Context: an optimization exercise on an open-source flow, tuned for small area. The choices shown serve that exercise and are no tape-out recipe. Where RTL was checked, it was by simulation tests only, not by an equivalence proof against the original.

==> flow/design.v <==
module four_digit_calculator_core #(
    parameter int DIGITS = 4
) (
    input  logic        aclk,
    input  logic        aresetn,
    input  logic        s_tvalid,
    output logic        s_tready,
    input  logic [7:0]  s_tdata,    
    input  logic [1:0]  s_tuser,    
    output logic        m_tvalid,
    input  logic        m_tready,
    output logic [31:0] m_tdata,    
    output logic [3:0]  m_tuser     
);
    localparam logic [3:0] I_A  = 4'b0000;   
    localparam logic [3:0] I_E  = 4'b0001;   
    localparam logic [3:0] I_N  = 4'b0010;   
    localparam logic [3:0] I_F  = 4'b0011;   
    localparam logic [3:0] MOD  = 4'b0100;   
    localparam logic [3:0] CPY  = 4'b0101;   
    localparam logic [3:0] DIVN = 4'b0110;   
    localparam logic [3:0] DIVP = 4'b0111;   
    localparam logic [3:0] SER  = 4'b1000;   
    localparam logic [3:0] NEG1 = 4'b1001;   
    localparam logic [3:0] NEG2 = 4'b1010;   
    localparam logic [3:0] CHK  = 4'b1011;   
    localparam logic [3:0] MUL  = 4'b1100;   
    localparam logic [1:0] K_DIGIT = 2'd0;
    localparam logic [1:0] K_OPER  = 2'd1;
    localparam logic [1:0] K_APPLY = 2'd2;
    localparam logic [1:0] K_CLEAR = 2'd3;
    localparam logic [1:0] OP_ADD = 2'd0;
    localparam logic [1:0] OP_MUL = 2'd1;
    localparam logic [1:0] OP_SUB = 2'd2;
    localparam logic [1:0] OP_DIV = 2'd3;
    logic [31:0] a_reg;
    logic [13:0] e_reg;
    logic [14:0] s_reg;
    logic [3:0]  ph;
    logic [4:0]  cnt;
    logic [1:0]  op_reg;
    logic        cy;
    logic        mv;
    logic        idle, mulm, divm, cpy, divq, dmod, serm, negm, xe;
    logic        x0, xmsb;
    logic [13:0] y;
    logic [14:0] op1, yv, sum;
    logic [15:0] cc;
    logic        co;
    logic [3:0]  dsat;
    logic        sa, sb, ssum;
    logic        ez, last, take;
    logic [3:0]  ph_next;
    logic        a_clr, a_r, a_l, a_h, a_top, a_bot;
    logic        e_clr, e_r, e_l, e_h, e_top;
    logic        s_init, s_keep;
    assign idle = (ph[3:2] == 2'b00);
    assign divm = (ph[3:2] == 2'b01);
    assign mulm = (ph[3:2] == 2'b11);
    assign cpy  = (ph == CPY);
    assign divq = divm && ph[1];
    assign dmod = divm && !cpy;
    assign serm = (ph[3:2] == 2'b10) && !(ph[1] && ph[0]);
    assign negm = serm && (ph[1] || ph[0]);
    assign xe   = (s_tuser == K_DIGIT);
    assign ez = (e_reg == 14'd0);
    always_comb begin
        if ((cpy || mulm) && xe) last = (cnt == 5'd13);
        else if (divm && xe)     last = (cnt == 5'd12);
        else                     last = (cnt == 5'd31);
    end
    assign x0   = xe ? e_reg[0] : a_reg[0];
    assign xmsb = xe ? e_reg[12] : a_reg[31];
    always_comb begin
        if ((mulm && !xe) || divq) y = e_reg;
        else if (mulm)             y = 14'd10;
        else                       y = 14'd10000;
    end
    assign op1 = dmod ? {s_reg[13:0], xmsb} : {1'b0, s_reg[14:1]};
    always_comb begin
        if (dmod)      yv = {1'b0, y} ^ {15{!s_reg[14]}};
        else if (cpy)  yv = s_reg[14] ? 15'd21384 : 15'd0;
        else           yv = x0 ? {1'b0, y} : 15'd0;
    end
    assign cc[0] = dmod && !s_reg[14];
    for (genvar i = 0; i < 15; i++) begin : g_add
        assign sum[i]  = op1[i] ^ yv[i] ^ cc[i];
        assign cc[i+1] = (op1[i] & yv[i]) | (op1[i] & cc[i]) | (yv[i] & cc[i]);
    end
    assign co = cc[15];
    assign dsat = (s_tdata[3] && (s_tdata[2] || s_tdata[1])) ? 4'd9 : s_tdata[3:0];
    assign sa   = a_reg[0] ^ negm;
    assign sb   = (ph == SER) && (e_reg[0] ^ op_reg[1]);
    assign ssum = sa ^ sb ^ cy;
    always_comb begin
        ph_next = ph;
        take    = 1'b0;
        unique case (ph)
            I_A, I_E, I_N, I_F: begin
                if (s_tvalid && !mv) begin
                    unique case (s_tuser)
                        K_DIGIT: ph_next = MUL;
                        K_OPER:  begin take = 1'b1; ph_next = I_N; end
                        K_APPLY: begin
                            unique case (op_reg)
                                OP_ADD, OP_SUB: ph_next = SER;
                                OP_MUL:         ph_next = MUL;
                                default: begin
                                    if (ez) begin take = 1'b1; ph_next = I_F; end
                                    else if (a_reg[31]) ph_next = NEG1;
                                    else ph_next = DIVP;
                                end
                            endcase
                        end
                        default: begin take = 1'b1; ph_next = I_A; end
                    endcase
                end
            end
            MUL:  if (last) ph_next = xe ? MOD : CHK;
            MOD:  if (last) ph_next = CPY;
            CPY:  if (last) begin take = 1'b1; ph_next = xe ? I_E : I_A; end
            NEG1: if (last) ph_next = DIVN;
            DIVN: if (last) ph_next = NEG2;
            CHK: begin
                if (a_reg[31]) begin take = 1'b1; ph_next = I_A; end
                else ph_next = MOD;
            end
            default: if (last) ph_next = CHK;    
        endcase
    end
    assign s_tready = take;
    always_ff @(posedge aclk) begin
        if (!aresetn) begin
            ph     <= I_A;
            mv     <= 1'b0;
            op_reg <= OP_ADD;
        end else begin
            ph <= ph_next;
            if (take) mv <= 1'b1;
            else if (m_tready) mv <= 1'b0;
            if (take && (s_tuser == K_OPER))  op_reg <= op_reg + 2'd1;
            if (take && (s_tuser == K_CLEAR)) op_reg <= OP_ADD;
        end
    end
    assign s_init = !(mulm || divm);
    always_ff @(posedge aclk) begin
        if (idle || last || (ph == CHK)) cnt <= 5'd0;
        else cnt <= cnt + 5'd1;
        if (serm) cy <= (sa & sb) | (sa & cy) | (sb & cy);
        else      cy <= (op_reg != OP_ADD);
        if (s_init) s_reg <= xe ? {10'd0, dsat, 1'b0} : 15'd0;
        else s_reg <= sum;
    end
    assign a_clr = !aresetn || (take && (s_tuser == K_CLEAR));
    assign a_r   = !a_clr && (((mulm || cpy) && !xe) || serm);
    assign a_l   = !a_clr && dmod && !xe;
    assign a_h   = !a_clr && !a_r && !a_l;
    assign a_top = cpy ? s_reg[0] : (mulm ? sum[0] : ssum);
    assign a_bot = !sum[14];
    always_ff @(posedge aclk) begin
        if (a_clr) a_reg <= 32'd0;
        else if (((mulm || cpy) && !xe) || serm) a_reg <= {a_top, a_reg[31:1]};
        else if (dmod && !xe) a_reg <= {a_reg[30:0], a_bot};
    end
    assign e_clr = !aresetn || (take && ((s_tuser == K_CLEAR) || (s_tuser == K_APPLY)));
    assign e_r   = !e_clr && (((mulm || cpy) && xe) || (ph == SER));
    assign e_l   = !e_clr && dmod && xe;
    assign e_h   = !e_clr && !e_r && !e_l;
    assign e_top = cpy ? s_reg[0] : (mulm && sum[0]);
    always_ff @(posedge aclk) begin
        if (e_clr) e_reg <= 14'd0;
        else if (((mulm || cpy) && xe) || (ph == SER)) e_reg <= {e_top, e_reg[13:1]};
        else if (dmod && xe) e_reg <= {e_reg[12:0], 1'b0};
    end
    assign m_tvalid = mv;
    for (genvar i = 0; i < 32; i++) begin : g_out
        if (i < 14) begin : g_lo
            assign m_tdata[i] = ((ph == I_E) && e_reg[i])
                              | (((ph == I_A) || (ph == I_F)) && a_reg[i]);
        end else begin : g_hi
            assign m_tdata[i] = ((ph == I_A) || (ph == I_F)) && a_reg[i];
        end
    end
    assign m_tuser = {ph == I_F, ph == I_N, op_reg};
endmodule
Settings: LEC_CHECK=0, ABC_AREA=1, CAP_MARGIN=20, CORE_MARGIN=2, CORE_UTILIZATION=40, SLEW_MARGIN=20; clock period 10.0 ns.
standard.sh (not shown) runs the stock make flow with config.mk's settings and CLKGATE_MAP_FILE= SYNTH_SCRIPT=/design/flow/synth_recipe.tcl, a recipe that flattens the netlist after the stock synthesis.
==> flow/flow/run.sh <==
#!/bin/bash
# The standard layout (standard.sh), with three changes to how it is made:
#  - the port buffers are the smallest buffer cell (every port still gets one);
#  - the buffers the synthesis's ABC step put in are taken out at floorplan, so
#    that repair adds only the buffers the layout needs;
#  - the clock tree uses mid-size clock buffers and no dummy loads.
export BUFFER_PORTS_ARGS="-buffer_cell sky130_fd_sc_hd__buf_1"
export REMOVE_ABC_BUFFERS=1
export CTS_ARGS="-sink_clustering_enable -repair_clock_nets -dont_use_dummy_load -buf_list sky130_fd_sc_hd__clkbuf_8 -root_buf sky130_fd_sc_hd__clkbuf_8 -sink_clustering_size 25"
bash standard.sh > standard.log 2>&1
Rerun with:
--- a/flow/design.v
+++ b/flow/design.v
@@ -40,9 +40,9 @@
     logic [4:0]  cnt;
     logic [1:0]  op_reg;
     logic        cy;
     logic        mv;
-    logic        idle, mulm, divm, cpy, divq, dmod, serm, negm, xe;
+    logic        idle, mulm, divm, cpy, divq, serm, negm, xe;
     logic        x0, xmsb;
     logic [13:0] y;
     logic [14:0] op1, yv, sum;
     logic [15:0] cc;
@@ -58,15 +58,14 @@
     assign divm = (ph[3:2] == 2'b01);
     assign mulm = (ph[3:2] == 2'b11);
     assign cpy  = (ph == CPY);
     assign divq = divm && ph[1];
-    assign dmod = divm && !cpy;
     assign serm = (ph[3:2] == 2'b10) && !(ph[1] && ph[0]);
     assign negm = serm && (ph[1] || ph[0]);
     assign xe   = (s_tuser == K_DIGIT);
     assign ez = (e_reg == 14'd0);
     always_comb begin
-        if ((cpy || mulm) && xe) last = (cnt == 5'd13);
+        if (cpy || (mulm && xe)) last = (cnt == 5'd13);
         else if (divm && xe)     last = (cnt == 5'd12);
         else                     last = (cnt == 5'd31);
     end
     assign x0   = xe ? e_reg[0] : a_reg[0];
@@ -75,15 +74,11 @@
         if ((mulm && !xe) || divq) y = e_reg;
         else if (mulm)             y = 14'd10;
         else                       y = 14'd10000;
     end
-    assign op1 = dmod ? {s_reg[13:0], xmsb} : {1'b0, s_reg[14:1]};
-    always_comb begin
-        if (dmod)      yv = {1'b0, y} ^ {15{!s_reg[14]}};
-        else if (cpy)  yv = s_reg[14] ? 15'd21384 : 15'd0;
-        else           yv = x0 ? {1'b0, y} : 15'd0;
-    end
-    assign cc[0] = dmod && !s_reg[14];
+    assign op1 = divm ? {s_reg[13:0], xmsb} : {1'b0, s_reg[14:1]};
+    assign yv  = divm ? ~{1'b0, y} : (x0 ? {1'b0, y} : 15'd0);
+    assign cc[0] = divm;
     for (genvar i = 0; i < 15; i++) begin : g_add
         assign sum[i]  = op1[i] ^ yv[i] ^ cc[i];
         assign cc[i+1] = (op1[i] & yv[i]) | (op1[i] & cc[i]) | (yv[i] & cc[i]);
     end
@@ -142,36 +137,38 @@
             if (take && (s_tuser == K_CLEAR)) op_reg <= OP_ADD;
         end
     end
     assign s_init = !(mulm || divm);
+    assign s_keep = divm && (cpy || !co);
     always_ff @(posedge aclk) begin
         if (idle || last || (ph == CHK)) cnt <= 5'd0;
         else cnt <= cnt + 5'd1;
         if (serm) cy <= (sa & sb) | (sa & cy) | (sb & cy);
         else      cy <= (op_reg != OP_ADD);
         if (s_init) s_reg <= xe ? {10'd0, dsat, 1'b0} : 15'd0;
+        else if (s_keep) s_reg <= op1;
         else s_reg <= sum;
     end
     assign a_clr = !aresetn || (take && (s_tuser == K_CLEAR));
-    assign a_r   = !a_clr && (((mulm || cpy) && !xe) || serm);
-    assign a_l   = !a_clr && dmod && !xe;
+    assign a_r   = !a_clr && ((mulm && !xe) || serm);
+    assign a_l   = !a_clr && divm && !xe;
     assign a_h   = !a_clr && !a_r && !a_l;
-    assign a_top = cpy ? s_reg[0] : (mulm ? sum[0] : ssum);
-    assign a_bot = !sum[14];
+    assign a_top = mulm ? sum[0] : ssum;
+    assign a_bot = cpy ? s_reg[13] : (divq && co);
     always_ff @(posedge aclk) begin
         if (a_clr) a_reg <= 32'd0;
-        else if (((mulm || cpy) && !xe) || serm) a_reg <= {a_top, a_reg[31:1]};
-        else if (dmod && !xe) a_reg <= {a_reg[30:0], a_bot};
+        else if ((mulm && !xe) || serm) a_reg <= {a_top, a_reg[31:1]};
+        else if (divm && !xe) a_reg <= {a_reg[30:0], a_bot};
     end
     assign e_clr = !aresetn || (take && ((s_tuser == K_CLEAR) || (s_tuser == K_APPLY)));
-    assign e_r   = !e_clr && (((mulm || cpy) && xe) || (ph == SER));
-    assign e_l   = !e_clr && dmod && xe;
+    assign e_r   = !e_clr && ((mulm && xe) || (ph == SER));
+    assign e_l   = !e_clr && divm && xe;
     assign e_h   = !e_clr && !e_r && !e_l;
-    assign e_top = cpy ? s_reg[0] : (mulm && sum[0]);
+    assign e_top = mulm && sum[0];
     always_ff @(posedge aclk) begin
         if (e_clr) e_reg <= 14'd0;
-        else if (((mulm || cpy) && xe) || (ph == SER)) e_reg <= {e_top, e_reg[13:1]};
-        else if (dmod && xe) e_reg <= {e_reg[12:0], 1'b0};
+        else if ((mulm && xe) || (ph == SER)) e_reg <= {e_top, e_reg[13:1]};
+        else if (divm && xe) e_reg <= {e_reg[12:0], s_reg[13]};
     end
     assign m_tvalid = mv;
     for (genvar i = 0; i < 32; i++) begin : g_out
         if (i < 14) begin : g_lo
=> Worst setup slack got worse by 0.18 ns. Die area is lower by 1.7%. Maximum frequency is lower by 2.0%. Wire length is higher by 2.3%. Cell area is lower by 0.75%. First-iteration DRC count is lower by 12%.
Only the layout flow was run in the first run of this note; the RTL was not checked for function there.

## static timing again, ports no longer ideal
The flow's constraints put no driver on any port. The routed layouts listed below were extracted and timed again, unchanged, in two steps.
Step 1, drivers: a clkbuf_16 drives aclk and a buf_2 each remaining input, both assumed.
Step 2, shift: input delay + t, output delay - t, t = (earliest + latest rising clock arrival at the registers) / 2. This alone moves slack from input paths to output paths.
a / b / c = no drivers / after step 1 / after step 2; a / b = the first two.
run | t, ns | slack for setup (ns) | worst hold slack (ns) | worst register clock-pin slew, ns
the first run | 0.385 | 1.373 / 1.384 / 0.999 | 0.483 / 0.483 / 0.483 | 0.08 / 0.08
the second run | 0.399 | 1.193 / 1.207 / 0.808 | 0.471 / 0.471 / 0.471 | 0.08 / 0.08
After both steps every run listed still meets setup and hold. The setup slack of the second run, which loses most, moves by +0.014 ns with the drivers and by -0.385 ns with both steps.
